Source: an optimization exercise on an open RTL-to-GDS flow (aim: small area). Production flows keep margins and buffers that such runs may drop. Function was checked by simulation only, so behaviour that the tests miss may differ from the original. No activity file was given, so power comes from the tool's default toggle rates.

[flow/config.mk]
export PLATFORM = sky130hd
export DESIGN_NAME = ir_stage
export DESIGN_NICKNAME = ir_stage
export VERILOG_FILES = /design/flow/design.v
export SDC_FILE = /design/flow/constraint.sdc
export NUM_CORES = 4
export LEC_CHECK = 0
export CAP_MARGIN = 10
export CORE_MARGIN = 2
export CORE_UTILIZATION = 25
export PLACE_DENSITY = 0.8
export SLEW_MARGIN = 10
export SYNTH_HIERARCHICAL = 1
[flow/constraint.sdc]
create_clock -name core_clock -period 6.0 [get_ports {clk_i}]
set_input_delay 1.2000 -clock core_clock [delete_from_list [all_inputs] [get_ports {clk_i}]]
set_output_delay 1.2000 -clock core_clock [all_outputs]
set_load 0.01 [all_outputs]
[flow/standard.sh]
#!/bin/bash
# synth_recipe.tcl (not shown) runs the flow's synth.tcl, then flattens the netlist and writes it again
# the make line also repeats each setting of config.mk as NAME=value (left out here)
make -C /OpenROAD-flow-scripts/flow DESIGN_CONFIG=/design/flow/config.mk WORK_HOME=/design/flow/orfs CLKGATE_MAP_FILE= SYNTH_SCRIPT=/design/flow/synth_recipe.tcl "${@:-finish}"
[flow/design.v]
`default_nettype none
package ir_pkg;
  localparam int XLEN         = 32;
  localparam int FIFO_DEPTH   = 4;
  localparam int FIFO_PTR_W   = $clog2(FIFO_DEPTH);
  localparam int NUM_WR_PORTS = 3;
  typedef logic [31:0]         instr_t;
  typedef logic [XLEN-1:0]     reg_data_t;
  typedef logic [4:0]          reg_addr_t;
  typedef logic [FIFO_PTR_W-1:0] fifo_ptr_t;
  typedef logic [FIFO_PTR_W:0]   fifo_cnt_t;
  typedef logic [1:0]          lane_cnt_t;
  localparam logic [6:0] OPC_LUI      = 7'b0110111;
  localparam logic [6:0] OPC_AUIPC    = 7'b0010111;
  localparam logic [6:0] OPC_JAL      = 7'b1101111;
  localparam logic [6:0] OPC_JALR     = 7'b1100111;
  localparam logic [6:0] OPC_BRANCH   = 7'b1100011;
  localparam logic [6:0] OPC_LOAD     = 7'b0000011;
  localparam logic [6:0] OPC_STORE    = 7'b0100011;
  localparam logic [6:0] OPC_OP_IMM   = 7'b0010011;
  localparam logic [6:0] OPC_OP       = 7'b0110011;
  localparam logic [6:0] OPC_MISC_MEM = 7'b0001111;
  localparam logic [6:0] OPC_SYSTEM   = 7'b1110011;
  typedef struct packed {
    instr_t    instr;
    reg_addr_t rs1;
    reg_addr_t rs2;
    reg_addr_t rd;
    logic      uses_rs1;
    logic      uses_rs2;
    logic      illegal;
  } ir_dec_t;
  typedef enum logic [1:0] {
    OCC_EMPTY = 2'd0,
    OCC_ONE   = 2'd1,
    OCC_TWO   = 2'd2
  } occ_e;
endpackage
`default_nettype wire
`default_nettype none
module instr_fifo (
  input  wire logic           clk_i,
  input  wire ir_pkg::instr_t wr_data0_i,
  input  wire ir_pkg::instr_t wr_data1_i,
  input  wire logic [3:0]     sh0_i,
  input  wire logic [3:0]     sh1_i,
  input  wire logic [3:0]     sh2_i,
  input  wire logic [3:0]     in0_i,
  input  wire logic [3:0]     in1_i,
  output ir_pkg::instr_t      rd_data0_o,
  output ir_pkg::instr_t      rd_data1_o
);
  logic [3:0][31:0] e_q;
  logic [3:0][31:0] e_d;
  ir_aosel #(.N(4)) u_d0 (
    .sel_i ({in0_i[0], sh2_i[0], sh1_i[0], sh0_i[0]}),
    .d_i   ({wr_data0_i, e_q[2], e_q[1], e_q[0]}),
    .y_o   (e_d[0])
  );
  ir_aosel #(.N(5)) u_d1 (
    .sel_i ({in1_i[1], in0_i[1], sh2_i[1], sh1_i[1], sh0_i[1]}),
    .d_i   ({wr_data1_i, wr_data0_i, e_q[3], e_q[2], e_q[1]}),
    .y_o   (e_d[1])
  );
  ir_aosel #(.N(4)) u_d2 (
    .sel_i ({in1_i[2], in0_i[2], sh1_i[2] | sh2_i[2], sh0_i[2]}),
    .d_i   ({wr_data1_i, wr_data0_i, e_q[3], e_q[2]}),
    .y_o   (e_d[2])
  );
  ir_aosel #(.N(3)) u_d3 (
    .sel_i ({in1_i[3], in0_i[3], sh0_i[3] | sh1_i[3] | sh2_i[3]}),
    .d_i   ({wr_data1_i, wr_data0_i, e_q[3]}),
    .y_o   (e_d[3])
  );
  always_ff @(posedge clk_i) begin
    e_q <= e_d;
  end
  assign rd_data0_o = e_q[0];
  assign rd_data1_o = e_q[1];
endmodule
`default_nettype wire
`default_nettype none
module ir_aosel #(
  parameter int N = 2,
  parameter int W = 32
) (
  input  wire logic [N-1:0]        sel_i,
  input  wire logic [N-1:0][W-1:0] d_i,
  output logic [W-1:0]             y_o
);
  if (N == 6) begin : g_split
    logic [W-1:0] lo_n;
    logic [W-1:0] hi_n;
    ir_aoi3 #(.W(W)) u_lo (
      .sel_i (sel_i[2:0]),
      .d_i   (d_i[2:0]),
      .y_no  (lo_n)
    );
    ir_aoi3 #(.W(W)) u_hi (
      .sel_i (sel_i[5:3]),
      .d_i   (d_i[5:3]),
      .y_no  (hi_n)
    );
    assign y_o = ~(lo_n & hi_n);
  end else begin : g_flat
    always_comb begin
      y_o = '0;
      for (int i = 0; i < N; i++) y_o = y_o | ({W{sel_i[i]}} & d_i[i]);
    end
  end
endmodule
module ir_aoi3 #(
  parameter int W = 32
) (
  input  wire logic [2:0]        sel_i,
  input  wire logic [2:0][W-1:0] d_i,
  output logic [W-1:0]           y_no
);
  assign y_no = ~(({W{sel_i[0]}} & d_i[0]) | ({W{sel_i[1]}} & d_i[1]) | ({W{sel_i[2]}} & d_i[2]));
endmodule
`default_nettype wire
`default_nettype none
module ir_decoder #(
  parameter bit FLAGS = 1'b1
) (
  input  wire ir_pkg::instr_t    instr_i,
  output ir_pkg::reg_addr_t      rs1_o,
  output ir_pkg::reg_addr_t      rs2_o,
  output logic                   use1_o,
  output logic                   use2_o,
  output logic                   ill_o
);
  logic [6:0] o;
  logic       use1;
  logic       use2;
  logic       ill;
  assign o    = instr_i[6:0];
  assign use2 = o[1] & o[0] & ~o[3] & ~o[2] & o[5] & ~(o[6] & o[4]);
  assign use1 = o[1] & o[0] & ~o[3] &
                ((~o[2] & ~(o[6] & ~o[5])) | (o[2] & o[6] & o[5] & ~o[4]));
  assign ill  = ~(use1 | (o[1] & o[0] & o[2] &
                          ((~o[3] & ~o[6] & o[4]) | (o[3] & o[6] & o[5] & ~o[4]))));
  assign rs1_o  = use1 ? instr_i[19:15] : '0;
  assign rs2_o  = use2 ? instr_i[24:20] : '0;
  assign use1_o = FLAGS & use1;
  assign use2_o = FLAGS & use2;
  assign ill_o  = FLAGS & ill;
endmodule
`default_nettype wire
`default_nettype none
module ir_ctrl (
  input  wire logic       clk_i,
  input  wire logic       rst_ni,
  input  wire logic [1:0] us_valid_i,
  input  wire logic       flush_i,
  input  wire logic       flush_s0_i,
  input  wire logic       hold_i,
  input  wire logic [1:0] ds_rdy_i,
  output logic [1:0]      ir_rdy_o,
  output logic [1:0]      valid_o,
  output logic            a_is0_o,
  output logic [3:0]      f_sh0_o,
  output logic [3:0]      f_sh1_o,
  output logic [3:0]      f_sh2_o,
  output logic [3:0]      f_in0_o,
  output logic [3:0]      f_in1_o,
  output logic            ld_a_o,
  output logic            ld_b0_o,
  output logic            ld_b1_o
);
  logic [3:0] fv_q;
  logic       va_q;
  logic       vb_q;
  logic       bold_q;
  logic       pop0, pop1, pop_a, pop_b, rem_a, rem_b;
  logic       s1_en, take0, take1;
  logic       push0, push1;
  logic [3:0] vt;      
  logic [3:0] in0_at;
  logic [3:0] in1_at;
  logic [3:0] fv_d;
  assign ir_rdy_o   = {~fv_q[2], ~fv_q[3]};
  assign valid_o    = {va_q & vb_q, va_q | vb_q};
  assign a_is0_o    = ~bold_q;
  assign pop0  = (va_q | vb_q) & ds_rdy_i[0];
  assign pop1  = va_q & vb_q & ds_rdy_i[0] & ds_rdy_i[1];
  assign pop_a = bold_q ? pop1 : pop0;
  assign pop_b = bold_q ? pop0 : pop1;
  assign rem_a = va_q & ~pop_a;
  assign rem_b = vb_q & ~pop_b;
  assign s1_en = ~hold_i & ~flush_i & ~flush_s0_i;
  assign take0 = s1_en & fv_q[0] & ~(rem_a & rem_b);
  assign take1 = s1_en & fv_q[1] & ~rem_a & ~rem_b;
  assign ld_a_o  = take0 & ~rem_a;
  assign ld_b0_o = take0 & rem_a;
  assign ld_b1_o = take1;
  assign push0 = us_valid_i[0] & ~fv_q[3];
  assign push1 = push0 & us_valid_i[1] & ~fv_q[2];
  always_comb begin
    if (take1)      vt = {2'b00, fv_q[3:2]};
    else if (take0) vt = {1'b0, fv_q[3:1]};
    else            vt = fv_q;
  end
  assign in0_at = ~vt & {vt[2:0], 1'b1};
  assign in1_at = {in0_at[2:0], 1'b0};
  assign f_in0_o = in0_at;
  assign f_in1_o = in1_at;
  assign f_sh0_o = ~in0_at & ~in1_at & {4{~take0}};
  assign f_sh1_o = ~in0_at & ~in1_at & {4{take0 & ~take1}};
  assign f_sh2_o = ~in0_at & ~in1_at & {4{take1}};
  assign fv_d = vt | ({4{push0}} & in0_at) | ({4{push1}} & in1_at);
  always_ff @(posedge clk_i or negedge rst_ni) begin
    if (!rst_ni) begin
      fv_q   <= '0;
      va_q   <= 1'b0;
      vb_q   <= 1'b0;
      bold_q <= 1'b0;
    end else begin
      fv_q   <= (flush_i | flush_s0_i) ? 4'b0000 : fv_d;
      va_q   <= ~flush_i & (rem_a | ld_a_o);
      vb_q   <= ~flush_i & (rem_b | ld_b0_o | ld_b1_o);
      bold_q <= rem_b & ~(rem_a & ~bold_q);
    end
  end
endmodule
`default_nettype wire
`default_nettype none
module ir_slot #(
  parameter bit TWO_SRC = 1'b1
) (
  input  wire logic                                         clk_i,
  input  wire logic                                         ld0_i,
  input  wire logic                                         ld1_i,
  input  wire ir_pkg::instr_t                               instr0_i,
  input  wire ir_pkg::instr_t                               instr1_i,
  input  wire ir_pkg::reg_addr_t                            raddr_p0a_i,
  input  wire ir_pkg::reg_addr_t                            raddr_p0b_i,
  input  wire ir_pkg::reg_addr_t                            raddr_p1a_i,
  input  wire ir_pkg::reg_addr_t                            raddr_p1b_i,
  input  wire ir_pkg::reg_data_t                            rdata_p0a_i,
  input  wire ir_pkg::reg_data_t                            rdata_p0b_i,
  input  wire ir_pkg::reg_data_t                            rdata_p1a_i,
  input  wire ir_pkg::reg_data_t                            rdata_p1b_i,
  input  wire logic [ir_pkg::NUM_WR_PORTS-1:0]              wsel_ok_i,
  input  wire ir_pkg::reg_addr_t [ir_pkg::NUM_WR_PORTS-1:0] rf_waddr_i,
  input  wire ir_pkg::reg_data_t [ir_pkg::NUM_WR_PORTS-1:0] rf_wdata_i,
  output ir_pkg::ir_dec_t                                   dec_o,
  output ir_pkg::reg_data_t                                 op1_o,
  output ir_pkg::reg_data_t                                 op2_o
);
  ir_pkg::instr_t    instr_q;
  ir_pkg::reg_data_t op1_q;
  ir_pkg::reg_data_t op2_q;
  ir_pkg::reg_data_t op1_d;
  ir_pkg::reg_data_t op2_d;
  ir_pkg::reg_addr_t rs1_sel;
  ir_pkg::reg_addr_t rs2_sel;
  logic              ld1;
  logic              keep;
  logic [5:0]        s1;
  logic [5:0]        s2;
  assign ld1  = TWO_SRC & ld1_i;
  assign keep = ~ld0_i & ~ld1;
  ir_decoder u_dec (
    .instr_i (instr_q),
    .rs1_o   (dec_o.rs1),
    .rs2_o   (dec_o.rs2),
    .use1_o  (dec_o.uses_rs1),
    .use2_o  (dec_o.uses_rs2),
    .ill_o   (dec_o.illegal)
  );
  assign dec_o.instr = instr_q;
  assign dec_o.rd    = instr_q[11:7];
  assign rs1_sel = ({5{ld0_i}} & raddr_p0a_i) | ({5{ld1}} & raddr_p1a_i) | ({5{keep}} & dec_o.rs1);
  assign rs2_sel = ({5{ld0_i}} & raddr_p0b_i) | ({5{ld1}} & raddr_p1b_i) | ({5{keep}} & dec_o.rs2);
  function automatic logic [5:0] op_sel(input ir_pkg::reg_addr_t addr);
    logic [2:0] m;
    logic       nw;
    for (int i = 0; i < ir_pkg::NUM_WR_PORTS; i++) begin
      m[i] = wsel_ok_i[i] & (rf_waddr_i[i] == addr);
    end
    nw = ~(|m);
    op_sel = {m[2], m[1] & ~m[2], m[0] & ~m[1] & ~m[2], nw & ld0_i, nw & ld1, nw & keep};
  endfunction
  assign s1 = op_sel(rs1_sel);
  assign s2 = op_sel(rs2_sel);
  if (TWO_SRC) begin : g_two
    ir_pkg::instr_t instr_d;
    ir_aosel #(.N(3)) u_instr (
      .sel_i ({ld0_i, ld1, keep}),
      .d_i   ({instr0_i, instr1_i, instr_q}),
      .y_o   (instr_d)
    );
    ir_aosel #(.N(6)) u_op1 (
      .sel_i (s1),
      .d_i   ({rf_wdata_i[2], rf_wdata_i[1], rf_wdata_i[0], rdata_p0a_i, rdata_p1a_i, op1_q}),
      .y_o   (op1_d)
    );
    ir_aosel #(.N(6)) u_op2 (
      .sel_i (s2),
      .d_i   ({rf_wdata_i[2], rf_wdata_i[1], rf_wdata_i[0], rdata_p0b_i, rdata_p1b_i, op2_q}),
      .y_o   (op2_d)
    );
    always_ff @(posedge clk_i) begin
      instr_q <= instr_d;
    end
  end else begin : g_one
    ir_aosel #(.N(5)) u_op1 (
      .sel_i ({s1[5:3], s1[2], s1[0]}),
      .d_i   ({rf_wdata_i[2], rf_wdata_i[1], rf_wdata_i[0], rdata_p0a_i, op1_q}),
      .y_o   (op1_d)
    );
    ir_aosel #(.N(5)) u_op2 (
      .sel_i ({s2[5:3], s2[2], s2[0]}),
      .d_i   ({rf_wdata_i[2], rf_wdata_i[1], rf_wdata_i[0], rdata_p0b_i, op2_q}),
      .y_o   (op2_d)
    );
    always_ff @(posedge clk_i) begin
      if (ld0_i) instr_q <= instr0_i;
    end
  end
  always_ff @(posedge clk_i) begin
    op1_q <= op1_d;
    op2_q <= op2_d;
  end
  assign op1_o = op1_q;
  assign op2_o = op2_q;
endmodule
`default_nettype wire
`default_nettype none
module ir_stage (
  input  wire logic                         clk_i,
  input  wire logic                         rst_ni,
  input  wire logic [1:0]                   us_valid_i,
  input  wire ir_pkg::instr_t                       us_instr0_i,
  input  wire ir_pkg::instr_t                       us_instr1_i,
  output logic [1:0]                        ir_rdy_o,
  output ir_pkg::reg_addr_t                         rf_raddr_p0a_o,
  output ir_pkg::reg_addr_t                         rf_raddr_p0b_o,
  output ir_pkg::reg_addr_t                         rf_raddr_p1a_o,
  output ir_pkg::reg_addr_t                         rf_raddr_p1b_o,
  input  wire ir_pkg::reg_data_t                    rf_rdata_p0a_i,
  input  wire ir_pkg::reg_data_t                    rf_rdata_p0b_i,
  input  wire ir_pkg::reg_data_t                    rf_rdata_p1a_i,
  input  wire ir_pkg::reg_data_t                    rf_rdata_p1b_i,
  input  wire logic [ir_pkg::NUM_WR_PORTS-1:0]      rf_we_i,
  input  wire ir_pkg::reg_addr_t [ir_pkg::NUM_WR_PORTS-1:0] rf_waddr_i,
  input  wire ir_pkg::reg_data_t [ir_pkg::NUM_WR_PORTS-1:0] rf_wdata_i,
  input  wire logic                         ir_flush_i,
  input  wire logic                         ir_flush_s0_i,
  input  wire logic                         ir_hold_i,
  input  wire logic [1:0]                   ds_rdy_i,
  output logic [1:0]                        ir_valid_o,
  output logic                              ira_is0_o,
  output ir_pkg::ir_dec_t                           ira_dec_o,
  output ir_pkg::ir_dec_t                           irb_dec_o,
  output ir_pkg::reg_data_t                         ira_op1_o,
  output ir_pkg::reg_data_t                         ira_op2_o,
  output ir_pkg::reg_data_t                         irb_op1_o,
  output ir_pkg::reg_data_t                         irb_op2_o
);
  ir_pkg::instr_t  s0_data0;
  ir_pkg::instr_t  s0_data1;
  logic [3:0]      f_sh0, f_sh1, f_sh2, f_in0, f_in1;
  logic            ld_a, ld_b0, ld_b1;
  logic [ir_pkg::NUM_WR_PORTS-1:0] wsel_ok;
  ir_ctrl u_ctrl (
    .clk_i      (clk_i),
    .rst_ni     (rst_ni),
    .us_valid_i (us_valid_i),
    .flush_i    (ir_flush_i),
    .flush_s0_i (ir_flush_s0_i),
    .hold_i     (ir_hold_i),
    .ds_rdy_i   (ds_rdy_i),
    .ir_rdy_o   (ir_rdy_o),
    .valid_o    (ir_valid_o),
    .a_is0_o    (ira_is0_o),
    .f_sh0_o    (f_sh0),
    .f_sh1_o    (f_sh1),
    .f_sh2_o    (f_sh2),
    .f_in0_o    (f_in0),
    .f_in1_o    (f_in1),
    .ld_a_o     (ld_a),
    .ld_b0_o    (ld_b0),
    .ld_b1_o    (ld_b1)
  );
  instr_fifo u_fifo (
    .clk_i      (clk_i),
    .wr_data0_i (us_instr0_i),
    .wr_data1_i (us_instr1_i),
    .sh0_i      (f_sh0),
    .sh1_i      (f_sh1),
    .sh2_i      (f_sh2),
    .in0_i      (f_in0),
    .in1_i      (f_in1),
    .rd_data0_o (s0_data0),
    .rd_data1_o (s0_data1)
  );
  logic [1:0] u1_unused, u2_unused, ill_unused;
  ir_decoder #(.FLAGS(1'b0)) u_dec0 (
    .instr_i (s0_data0),
    .rs1_o   (rf_raddr_p0a_o),
    .rs2_o   (rf_raddr_p0b_o),
    .use1_o  (u1_unused[0]),
    .use2_o  (u2_unused[0]),
    .ill_o   (ill_unused[0])
  );
  ir_decoder #(.FLAGS(1'b0)) u_dec1 (
    .instr_i (s0_data1),
    .rs1_o   (rf_raddr_p1a_o),
    .rs2_o   (rf_raddr_p1b_o),
    .use1_o  (u1_unused[1]),
    .use2_o  (u2_unused[1]),
    .ill_o   (ill_unused[1])
  );
  for (genvar k = 0; k < ir_pkg::NUM_WR_PORTS; k++) begin : g_wok
    assign wsel_ok[k] = rf_we_i[k] & (|rf_waddr_i[k]);
  end
  ir_slot #(.TWO_SRC(1'b0)) u_slot_a (
    .clk_i       (clk_i),
    .ld0_i       (ld_a),
    .ld1_i       (1'b0),
    .instr0_i    (s0_data0),
    .instr1_i    (s0_data1),
    .raddr_p0a_i (rf_raddr_p0a_o),
    .raddr_p0b_i (rf_raddr_p0b_o),
    .raddr_p1a_i (rf_raddr_p1a_o),
    .raddr_p1b_i (rf_raddr_p1b_o),
    .rdata_p0a_i (rf_rdata_p0a_i),
    .rdata_p0b_i (rf_rdata_p0b_i),
    .rdata_p1a_i (rf_rdata_p1a_i),
    .rdata_p1b_i (rf_rdata_p1b_i),
    .wsel_ok_i   (wsel_ok),
    .rf_waddr_i  (rf_waddr_i),
    .rf_wdata_i  (rf_wdata_i),
    .dec_o       (ira_dec_o),
    .op1_o       (ira_op1_o),
    .op2_o       (ira_op2_o)
  );
  ir_slot #(.TWO_SRC(1'b1)) u_slot_b (
    .clk_i       (clk_i),
    .ld0_i       (ld_b0),
    .ld1_i       (ld_b1),
    .instr0_i    (s0_data0),
    .instr1_i    (s0_data1),
    .raddr_p0a_i (rf_raddr_p0a_o),
    .raddr_p0b_i (rf_raddr_p0b_o),
    .raddr_p1a_i (rf_raddr_p1a_o),
    .raddr_p1b_i (rf_raddr_p1b_o),
    .rdata_p0a_i (rf_rdata_p0a_i),
    .rdata_p0b_i (rf_rdata_p0b_i),
    .rdata_p1a_i (rf_rdata_p1a_i),
    .rdata_p1b_i (rf_rdata_p1b_i),
    .wsel_ok_i   (wsel_ok),
    .rf_waddr_i  (rf_waddr_i),
    .rf_wdata_i  (rf_wdata_i),
    .dec_o       (irb_dec_o),
    .op1_o       (irb_op1_o),
    .op2_o       (irb_op2_o)
  );
endmodule
`default_nettype wire
[flow/flow/downsize.tcl]
# Before floorplan: give every combinational cell the smallest drive strength
# of its own function. Later repair (slew, capacitance, timing) sizes up again
# where the loads need it. Registers, buffers and clock cells are left alone.
set db [ord::get_db]
set block [ord::get_db_block]
set dont_use {}
if { [info exists ::env(DONT_USE_CELLS)] } { set dont_use $::env(DONT_USE_CELLS) }
array set smallest {}
foreach lib [$db getLibs] {
  foreach m [$lib getMasters] {
    set n [$m getName]
    if { ![regexp {^(sky130_fd_sc_hd__[a-z0-9]+)_[0-9]+$} $n -> base] } { continue }
    if { [lsearch -exact $dont_use $n] >= 0 } { continue }
    set a [expr { [$m getWidth] * [$m getHeight] }]
    if { ![info exists smallest($base)] || $a < [lindex $smallest($base) 1] } {
      set smallest($base) [list $m $a]
    }
  }
}
set n_swapped 0
set saved 0
foreach inst [$block getInsts] {
  set m [$inst getMaster]
  set n [$m getName]
  if { ![regexp {^(sky130_fd_sc_hd__([a-z0-9]+))_[0-9]+$} $n -> base short] } { continue }
  if { [regexp {^(df|edf|sdf|sedf|dl|buf|clkbuf|clkdly|dlygate|dlymetal|tap|conb|diode|fill|decap|clkinv|lpflow|probe|ebuf|einv)} $short] } { continue }
  if { ![info exists smallest($base)] } { continue }
  set nm [lindex $smallest($base) 0]
  if { $nm eq $m } { continue }
  set a [expr { [$m getWidth] * [$m getHeight] }]
  if { [lindex $smallest($base) 1] >= $a } { continue }
  if { [$inst swapMaster $nm] } {
    incr n_swapped
    set saved [expr { $saved + $a - [lindex $smallest($base) 1] }]
  }
}
puts "downsize: $n_swapped cells swapped to their smallest size, [expr { $saved / 1e6 }] um^2 less"
[flow/flow/run.sh]
#!/bin/bash
# Standard ORFS layout (standard synthesis unchanged). Combinational cells
# start at their smallest size before floorplan, port buffers use the
# smallest buffer cell, CTS skips dummy loads.
set -euo pipefail
export BUFFER_PORTS_ARGS="-buffer_cell sky130_fd_sc_hd__buf_1"
export CTS_ARGS="-sink_clustering_enable -repair_clock_nets -dont_use_dummy_load -buf_list sky130_fd_sc_hd__clkbuf_4 -sink_clustering_size 9 -sink_clustering_max_diameter 50"
export PRE_FLOORPLAN_TCL="$(pwd)/flow/downsize.tcl"
bash standard.sh > standard_flow.log 2>&1
==> notes.md <==
## cell usage in the layout, fill, tap and decap left out, drive strengths merged, types with 15 or more instances in the layout
cell / n
buf: 622
a222oi: 288
dfxtp: 288
nand2: 250
a22oi: 231
inv: 84
clkbuf: 46
edfxtp: 32
and2: 29
xnor2: 25
nor2: 23
a21oi: 21
diode: 20
xor2: 17
nor4b: 17
nor3: 15
## power by group
group          internal (mW)  total [mW]  switching [mW]  leakage (nW)
registers               2.69        3.05           0.362          2.80
clock network          0.350        1.12           0.768         0.212
logic                  0.631        1.43           0.801          4.19
## through the flow
stage / utilization, % / instances
global route: 29.3 / 3027
finish: 29.3 / 3034
floorplan: - / 1694
detailed placement: 28.7 / 2968
CTS: 29.2 / 3014
global placement: 28.7 / 2968
## final cells by class
type | count | area (um^2)
Inverter | 86 | 329
Clock buffer | 46 | 345
Fill cell | 7002 | 46300
Sequential cell | 327 | 6900
Timing Repair Buffer | 622 | 2590
Tap cell | 864 | 1080
Antenna cell | 20 | 50.0
Multi-Input combinational cell | 1069 | 7900
## registers in the layout, indices dropped and copies added (netlist names)
name / cells
u_slot_a.op2_q: 32
u_ctrl.fv_q: 4
u_ctrl.bold_q: 1
u_fifo.e_q: 128
u_ctrl.va_q: 1
u_ctrl.vb_q: 1
u_slot_b.op2_q: 32
u_slot_b.op1_q: 32
u_slot_b.instr_q: 32
u_slot_a.instr_q: 32
u_slot_a.op1_q: 32
## worst max-delay path: stages, from the launching register on
cell	delay (ps)
dfxtp_1	360
nand3b_1	430
a2111oi_0	1120
a22oi_1	390
and3_1	270
or4_1	510
nor4_1	240
buf_4	200
nor2b_4	710
buf_4	330
a222oi_1	120
nand2_1	80
## how the worst min path moves through the flow
| stage | start | to | depth (start not counted) |
|---|---|---|---|
| 3_5_place_dp | u_fifo.e_q[29] | u_slot_a.instr_q[29] | 0 |
| 6_report | rst_ni | u_ctrl.bold_q | 1 |
| 4_1_cts | rst_ni | u_ctrl.bold_q | 1 |
| 3_3_place_gp | u_fifo.e_q[30] | u_slot_a.instr_q[30] | 0 |
| 2_1_floorplan | u_fifo.e_q[30] | u_fifo.e_q[30] | 2 |
| 5_1_grt | rst_ni | u_ctrl.bold_q | 1 |
## metal layers
layer / vias to the layer above / part of all wire [%] / GRT usage, %
met5: - / 0.16 / 0.356
met4: 18 / 5.3 / 10.2
met3: 297 / 15 / 8.88
met2: 1584 / 44 / 35.6
met1: 8608 / 36 / 27.3
li1: 7720 / - / -
==> notes.md <==
- Initial Util: approximately 25%
- Drt total wl: a little over 80 mm
- Worst-skew pair later-pin latency: 800 ps
- Grt total ovfl: 0
- Height of the die: ~260 um
- Final Skew: 122 ps
- WHS: 289 ps
- Die ar.: between 60,000 and 70,000 um^2
- Critical Path End: u_slot_b.op1_q[16]
- Crit Path Max Fanout: 20
- Clock-pin slew of the registers on the worst-case setup and hold paths: roughly 100 ps
- WL/cell: ~27 um
- Final worst slack: roughly 1100 ps
- Row count: between 90 and 100
- # IOs: between 500 and 600
- Worst hold path type: input port to async pin
- Max Fclk: around 200 MHz
- Die Wd: about 260 um
- Synthesized cell area: about 16,000 um^2
- Worst Setup End Kind: flip-flop
- RR Startpoint: u_fifo.e_q[3]
- DRC violations left: 0
- Syn avg cell area: 9.72 um^2
- Fin area: just under 20,000 um^2
- Number of global-route vias before repair: around 16,000
- Port Buffers: ~570
- CTS max path bufs: 3
- Global placement routability congestion: 0.919
- Largest net degree at the start of global routing: 65
- Pwr Density: 292 nW/um^2
- Setup CP Type: flip-flop to flip-flop
- Post-cts sizing count: 0
- Setup TNS: 0 ps
- Critical path required time: 6660 ps
- Setup WS pre-CTS: about 480 ps
- Core Box Area: about 66,000 um^2
- Final Slew Violations: 0
- CTS tree: built
- Critical path startpoint: u_fifo.e_q[3]
- Synth warn: 13
- Vias: between 15,000 and 20,000
- Worst Tran Pin Value: about 1300 ps
- R2R Path End: u_slot_b.op1_q[16]
- Fin nets: about 2,500
- Fin crit share: 82.1%
- Final Hold Fails: 0
- Reg2reg setup slack: approximately 1100 ps
- Root buffer cell: clkbuf_4
- Global-route wire length before repair: 114 mm
- Post-route ant nets: 0
- Peak supply drop: 0.155 mV
- Post-synthesis cell count: between 1,500 and 2,000
- DP HPWL: between 60 and 70 mm
- Net Count, Synth: roughly 2,000
- H-tree level count: 2
- Setup bufs post-CTS: 0
- Fin crit period: a little under 5000 ps
- Gr usage total: 22.7%
- Unrepaired setup endpoints after global routing: false
- Critical Path AT: around 5600 ps
- Area Overhead vs Synth: 16.6%
- Initial antenna violation count: 30
- First-pass DRT Iterations: 22
- MaxCap Viol Count: 0
- Leakage: a little over 7 nW
- Final setup viols: 0
- CP startpoint kind: flip-flop
- Cts bufs inserted: 46
- Total power: ~5.6 mW
- Avg Vias per Cell: 6.01
- Share of layout cells above drive strength 1: about 6.7%
- Placement-stage cell area: approximately 19,000 um^2
- Hold_buf cts: 0
- Sinks on Clock Net: around 330
- Iter 0 DRT Violations: 4,700
- Slew HR: between 10 and 15%
- Worst-case reg-to-reg path depth: 11
- Status: timing/DRC/antenna clean

-- port drivers added, routing unchanged --
The flow's constraints put no driver on any port. The routed layout listed below was extracted and timed again, unchanged, in two steps.
Step 1 assumes that a clkbuf_16 drives the clock port and a buf_2 every other input.
Step 2 also shifts input and output timing later by t, the mid clock arrival at the registers, as if the neighbouring blocks saw the same clock.
Slacks: ideal ports / drivers / drivers and shift; pairs: ideal ports / drivers.
t, ns: 0.792
setup WS [ns]: 1.076 / 1.076 / 0.297
cell pins on the clock port's net: 1
After both steps setup and hold are still met in this run. The setup slack of this run moves by 0.000 ns with the drivers and by -0.779 ns with both steps.
